Source: an optimization exercise on an open RTL-to-GDS flow (aim: small area, a short achievable clock period and few clock cycles per item). Production flows keep margins and buffers that such runs may drop.
Function was checked by simulation only, so behaviour that the tests miss may differ from the original.

<file path="design/flow/run.sh">
#!/bin/bash
# synth_recipe.tcl (not shown) runs the flow's synth.tcl, then flattens the netlist and writes it again
# the make line also repeats each setting of config.mk as NAME=value (left out here)
make -C /OpenROAD-flow-scripts/flow DESIGN_CONFIG=/design/flow/config.mk WORK_HOME=/design/flow/orfs CLKGATE_MAP_FILE= SYNTH_SCRIPT=/design/flow/synth_recipe.tcl finish
</file>
<file path="design/flow/constraint.sdc">
create_clock -name core_clock -period 10.0 [get_ports {clk}]
set_input_delay 2.0000 -clock core_clock [delete_from_list [all_inputs] [get_ports {clk}]]
set_output_delay 2.0000 -clock core_clock [all_outputs]
set_load 0.01 [all_outputs]
</file>
<file path="design/flow/config.mk">
export PLATFORM = sky130hd
export DESIGN_NAME = mult_iter
export DESIGN_NICKNAME = mult_iter
export VERILOG_FILES = /design/flow/design.v
export SDC_FILE = /design/flow/constraint.sdc
export NUM_CORES = 4
export LEC_CHECK = 0
export CAP_MARGIN = 20
export CORE_MARGIN = 2
export CORE_UTILIZATION = 40
export SLEW_MARGIN = 20
</file>
<file path="design/flow/design.v">
module mult_iter #(
  parameter int WIDTH = 32,
  parameter int DIGIT = 8
) (
  input  logic             clk,
  input  logic             rst_n,
  input  logic             valid_in,
  output logic             ready_out,
  input  logic             sign,
  input  logic [WIDTH-1:0] src_a,
  input  logic [WIDTH-1:0] src_b,
  input  logic             flush,
  output logic             valid_out,
  input  logic             ready_in,
  output logic [WIDTH-1:0] hi,
  output logic [WIDTH-1:0] lo
);
  localparam int N  = WIDTH / DIGIT;
  localparam int CW = $clog2(N + 1);
  localparam int PW = 2 * WIDTH;
  localparam logic [WIDTH-1:0] ONE_W = WIDTH'(1);
  localparam logic [PW-1:0]    ONE_P = PW'(1);
  typedef enum logic [1:0] {IDLE, RUN, DONE} state_t;
  state_t            state_q, state_d;
  logic [WIDTH-1:0]  mp_q, mp_d;
  logic [PW-1:0]     mc_q, mc_d;
  logic [PW-1:0]     acc_q, acc_d;
  logic [CW-1:0]     count_q, count_d;
  logic              neg_q, neg_d;
  logic [WIDTH-1:0]  hi_q, hi_d;
  logic [WIDTH-1:0]  lo_q, lo_d;
  logic [PW-1:0]     dig_ext;
  logic [PW-1:0]     prod;
  logic [PW-1:0]     acc_nx;
  logic [PW-1:0]     res;
  logic [WIDTH-1:0]  mp_sh;
  logic [CW-1:0]     cnt_nx;
  function automatic logic [WIDTH-1:0] mag(input logic [WIDTH-1:0] x, input logic s);
    mag = (s && x[WIDTH-1]) ? (~x + ONE_W) : x;
  endfunction
  assign dig_ext = PW'(mp_q[DIGIT-1:0]);
  assign prod    = dig_ext * mc_q;
  assign acc_nx  = acc_q + prod;
  assign res     = neg_q ? (~acc_nx + ONE_P) : acc_nx;
  assign mp_sh   = mp_q >> DIGIT;
  assign cnt_nx  = count_q + CW'(1);
  always_comb begin
    state_d = state_q;
    mp_d    = mp_q;
    mc_d    = mc_q;
    acc_d   = acc_q;
    count_d = count_q;
    neg_d   = neg_q;
    hi_d    = hi_q;
    lo_d    = lo_q;
    if (flush) begin
      state_d = IDLE;
    end else begin
      case (state_q)
        IDLE: begin
          if (valid_in) begin
            state_d = RUN;
            mp_d    = mag(src_a, sign);
            mc_d    = PW'(mag(src_b, sign));
            acc_d   = '0;
            count_d = '0;
            neg_d   = sign & (src_a[WIDTH-1] ^ src_b[WIDTH-1]);
          end
        end
        RUN: begin
          acc_d   = acc_nx;
          mp_d    = mp_sh;
          mc_d    = mc_q << DIGIT;
          count_d = cnt_nx;
          if (mp_sh == '0 || cnt_nx == CW'(N)) begin
            state_d = DONE;
            hi_d    = res[PW-1:WIDTH];
            lo_d    = res[WIDTH-1:0];
          end
        end
        DONE: begin
          if (ready_in) state_d = IDLE;
        end
        default: state_d = IDLE;
      endcase
    end
  end
  always_ff @(posedge clk or negedge rst_n) begin
    if (!rst_n) begin
      state_q <= IDLE;
      mp_q    <= '0;
      mc_q    <= '0;
      acc_q   <= '0;
      count_q <= '0;
      neg_q   <= 1'b0;
      hi_q    <= '0;
      lo_q    <= '0;
    end else begin
      state_q <= state_d;
      mp_q    <= mp_d;
      mc_q    <= mc_d;
      acc_q   <= acc_d;
      count_q <= count_d;
      neg_q   <= neg_d;
      hi_q    <= hi_d;
      lo_q    <= lo_d;
    end
  end
  assign ready_out = (state_q == IDLE);
  assign valid_out = (state_q == DONE);
  assign hi        = hi_q;
  assign lo        = lo_q;
endmodule
</file>
==> summary.txt <==
## layer usage
metal | GRT usage | vias to the layer above | wire length (microns)
met3 | 0.03287 | 103 | 5696
met2 | 0.3666 | 731 | 39560
li1 | - | 11160 | -
met1 | 0.3609 | 12520 | 42930
met5 | 0 | - | 34
met4 | 0.04596 | 6 | 1624
## state kept, by name, indices dropped and copies added (netlist names)
register and cells:
count_q 3, mc_q 64, neg_q 1, hi_q 32
mp_q 32, state_q 2, acc_q 64, lo_q 32
## logic make-up after synthesis
group	after synthesis	synth area share
compound gates	696	0.1545
fa+ha+maj	488	0.3098
xor+xnor	165	0.04900
mux	14	0.004938
buf+inv	731	0.09285
flops	230	0.1942
simple gates	1126	0.1948
## per-stage QoR
stage	worst slack, ps	instance area, sq um	cells	utilization
after floorplan	3199	29640	3450	-
after global placement	2210	31600	4347	0.4317
after detailed placement	2221	31600	4347	0.4317
after CTS	2203	32640	4403	0.4459
after global routing	1545	32640	4403	0.4459
final	2051	32640	4403	0.4459
## worst max-delay path: cells and delay by family, from the launching register on
| family | cells | cell delay, ps |
|---|---|---|
| fa+ha+maj | 5 | 2550 |
| buf+inv | 3 | 150 |
| compound gates | 9 | 2970 |
| simple gates | 3 | 1160 |
| flops | 1 | 1000 |
## cells in the mapped netlist (19+ instances only)
cell	n
sky130_fd_sc_hd__nor3_1	53
sky130_fd_sc_hd__o22ai_1	48
sky130_fd_sc_hd__nand2_1	423
sky130_fd_sc_hd__buf_1	38
sky130_fd_sc_hd__xnor2_1	91
sky130_fd_sc_hd__o31ai_1	19
sky130_fd_sc_hd__nor2_1	105
sky130_fd_sc_hd__dfrtp_1	230
sky130_fd_sc_hd__inv_1	504
sky130_fd_sc_hd__a21o_1	27
sky130_fd_sc_hd__a21oi_1	121
sky130_fd_sc_hd__a22o_1	78
sky130_fd_sc_hd__o21ai_0	232
sky130_fd_sc_hd__nand4_1	34
sky130_fd_sc_hd__nand3_1	36
sky130_fd_sc_hd__clkbuf_1	181
sky130_fd_sc_hd__and2_1	343
sky130_fd_sc_hd__nor4_1	27
sky130_fd_sc_hd__fa_1	410
sky130_fd_sc_hd__ha_1	78
sky130_fd_sc_hd__xor2_1	73
## area by class of cell
cell class	instances	share of cell area
tap	959	0.03676
timing repair buffer	164	0.04860
sequential	230	0.1764
clock buffer	40	0.02603
clock inverter	16	0.005750
inverter	505	0.05807
multi-input combinational	2489	0.6483
## how the worst max path moves through the flow
stage / start / endpoint / slack [ps]
final: mp_q[7] / hi_q[31] / 2050
after global routing: mp_q[7] / hi_q[17] / 1550
after detailed placement: mp_q[7] / hi_q[31] / 2220
after floorplan: mp_q[7] / hi_q[31] / 3200
after CTS: mp_q[7] / hi_q[31] / 2200
after global placement: mp_q[7] / hi_q[21] / 2210
==> load_flow_metrics.sql <==
INSERT INTO impl_metrics (metric_group, metric, value, unit) VALUES
('finish', 'layout.cells.most_common', 'sky130_fd_sc_hd__inv_1', ''),
('outcome', 'outcome', 'finished clean', ''),
('clocking', 'post_cts.repair.setup_buffers', '0', ''),
('clocking', 'tritoncts', 'yes', ''),
('synth', 'ffs_latches_synth', '230', ''),
('clocking', 'postCtsHoldBufs', '0', ''),
('sta', 'setup_total_negative_slack', '0', 'ps'),
('finish', 'multi_input_combinational_cell_area', '21160', 'sq um'),
('sta', 'setup-violations-final', '0', ''),
('worst_hold_path', 'timing.hold.worst.start', 'acc_q[35]', ''),
('critical_path', 'cp_data_required_time', '10510', 'ps'),
('critical_path', 'reg2reg_from', 'mp_q[7]', ''),
('clocking', 'clk_path_buf_depth', '3', ''),
('synth', 'ys_async_sr_fraction', '1.000', ''),
('finish', 'seq_area', '5759', 'sq um'),
('grt', 'first_global_vias', '24940', ''),
('sta', 'number_of_hold_slack_violations_in_the_final_timing_report', '0', ''),
('clocking', 'worstSkewPairLatency', '620', 'ps'),
('clocking', 'cts-root-buf', 'sky130_fd_sc_hd__clkbuf_16', ''),
('synth', 'synth_top_area_share', '0.2769', ''),
('floorplan', 'die_area', '76310', 'sq um'),
('finish', 'layout.cells.most_common_list', 'sky130_fd_sc_hd__inv_1, sky130_fd_sc_hd__nand2_1, sky130_fd_sc_hd__fa_1, sky130_fd_sc_hd__and2_1, sky130_fd_sc_hd__o21ai_0', ''),
('floorplan', 'ios', '136', ''),
('routing', 'routed_via_density', '5.568', ''),
('floorplan', 'core_area', '73210', 'sq um'),
('sta', 'worst_clock_skew', '29.23', 'ps'),
('floorplan', 'initial_core_util', '0.4049', ''),
('finish', 'drive_above_1_share', '0.04094', ''),
('sta', 'slew_viols_final', '0', ''),
('finish', 'fillerInstances', '7091', ''),
('synth', 'netlist.top_cell.by_area', 'sky130_fd_sc_hd__fa_1', ''),
('sta', 'rsz_0062_raised_after_global_routing', 'false', ''),
('sta', 'final_min_period_over_clock_period', '0.7949', ''),
('worst_hold_path', 'min_path_type', 'reg -> reg', ''),
('worst_hold_path', 'hold_end', 'acc_q[35]', ''),
('grt', 'grt_util_all_layers', '0.2390', ''),
('synth', 'synth_sequential_area_ratio', '0.1942', ''),
('critical_path', 'worstReg2RegEnd', 'hi_q[31]', ''),
('synth', 'syn_inst', '3450', ''),
('clocking', 'cts.reportedPaths.clkPinSlew', '60', 'ps'),
('sta', 'fmax', '125.8', 'MHz'),
('place', 'place.port_buffers', '135', ''),
('grt', 'antenna_found_initial', '3', ''),
('sta', 'finalHoldWorstSlack', '480.3', 'ps'),
('synth', 'top_area_cells_in_the_synthesized_netlist', 'sky130_fd_sc_hd__fa_1, sky130_fd_sc_hd__dfrtp_1, sky130_fd_sc_hd__and2_1', ''),
('critical_path', 'timing.critical_path.from_type', 'flip-flop', ''),
('floorplan', 'core.rowCount', '99', ''),
('critical_path', 'crit_path_cell_trace', 'nand2_1 > fa_1 > fa_1 > inv_1 > fa_1 > inv_1 > fa_1 > inv_1 > ha_1 > a21o_1 > a31oi_1 > a21oi_1 > a21boi_2 > a21oi_1 > o41ai_1 > o221ai_1 > or4_1 > nor3_2 > a311oi_1 > a211o_1', ''),
('critical_path', 'endpoint_kind', 'flip-flop', ''),
('synth', 'yosys_warnings', '1', ''),
('clocking', 'numCtsBuffers', '30', ''),
('floorplan', 'die_w', '276.2', 'microns'),
('synth', 'ys_dominant_reg_cell', 'sky130_fd_sc_hd__dfrtp_1', ''),
('synth', 'synthesis.area', '29640', 'sq um'),
('routing', 'route.antenna.remaining_nets', '0', ''),
('critical_path', 'critical_path_peak_fanout', '58', ''),
('sta', 'timing.slew.headroom', '0.2144', ''),
('synth', 'synth_enable_flop_cells', '0', ''),
('finish', 'antenna_cells', '0', ''),
('sta', 'worstMarginPinSlew', '1169', 'ps'),
('grt', 'grt_overflow_total', '0', ''),
('critical_path', 'cp.arrival', '8460', 'ps');
Testbench counts, summed over its fixed seeds: cycles 9,567, items 1,920.

==> afterwards: timing with drivers on the ports <==
In the flow no input, the clock included, has a driving cell. The finished layout below was timed again as built, in two steps. Step 1, drivers: a clkbuf_16 drives clk and a buf_2 each remaining input, both assumed. Step 2 adds t to the input delays and takes it off the output delays; t is the mean of the earliest and latest rising clock arrival at the registers after step 1. Input paths then give back, and output paths get back, about the clock's delay inside the block. Three values: no drivers, after step 1, after step 2; two values: the first two.
t, ns: 0.666
setup slack, ns: 2.051 / 2.051 / 2.051
worst hold slack (ns): 0.480 / 0.480 / 0.480
After both steps this run still meets setup and hold. The setup slack of this run moves by 0.000 ns with the drivers and by 0.000 ns with both steps.
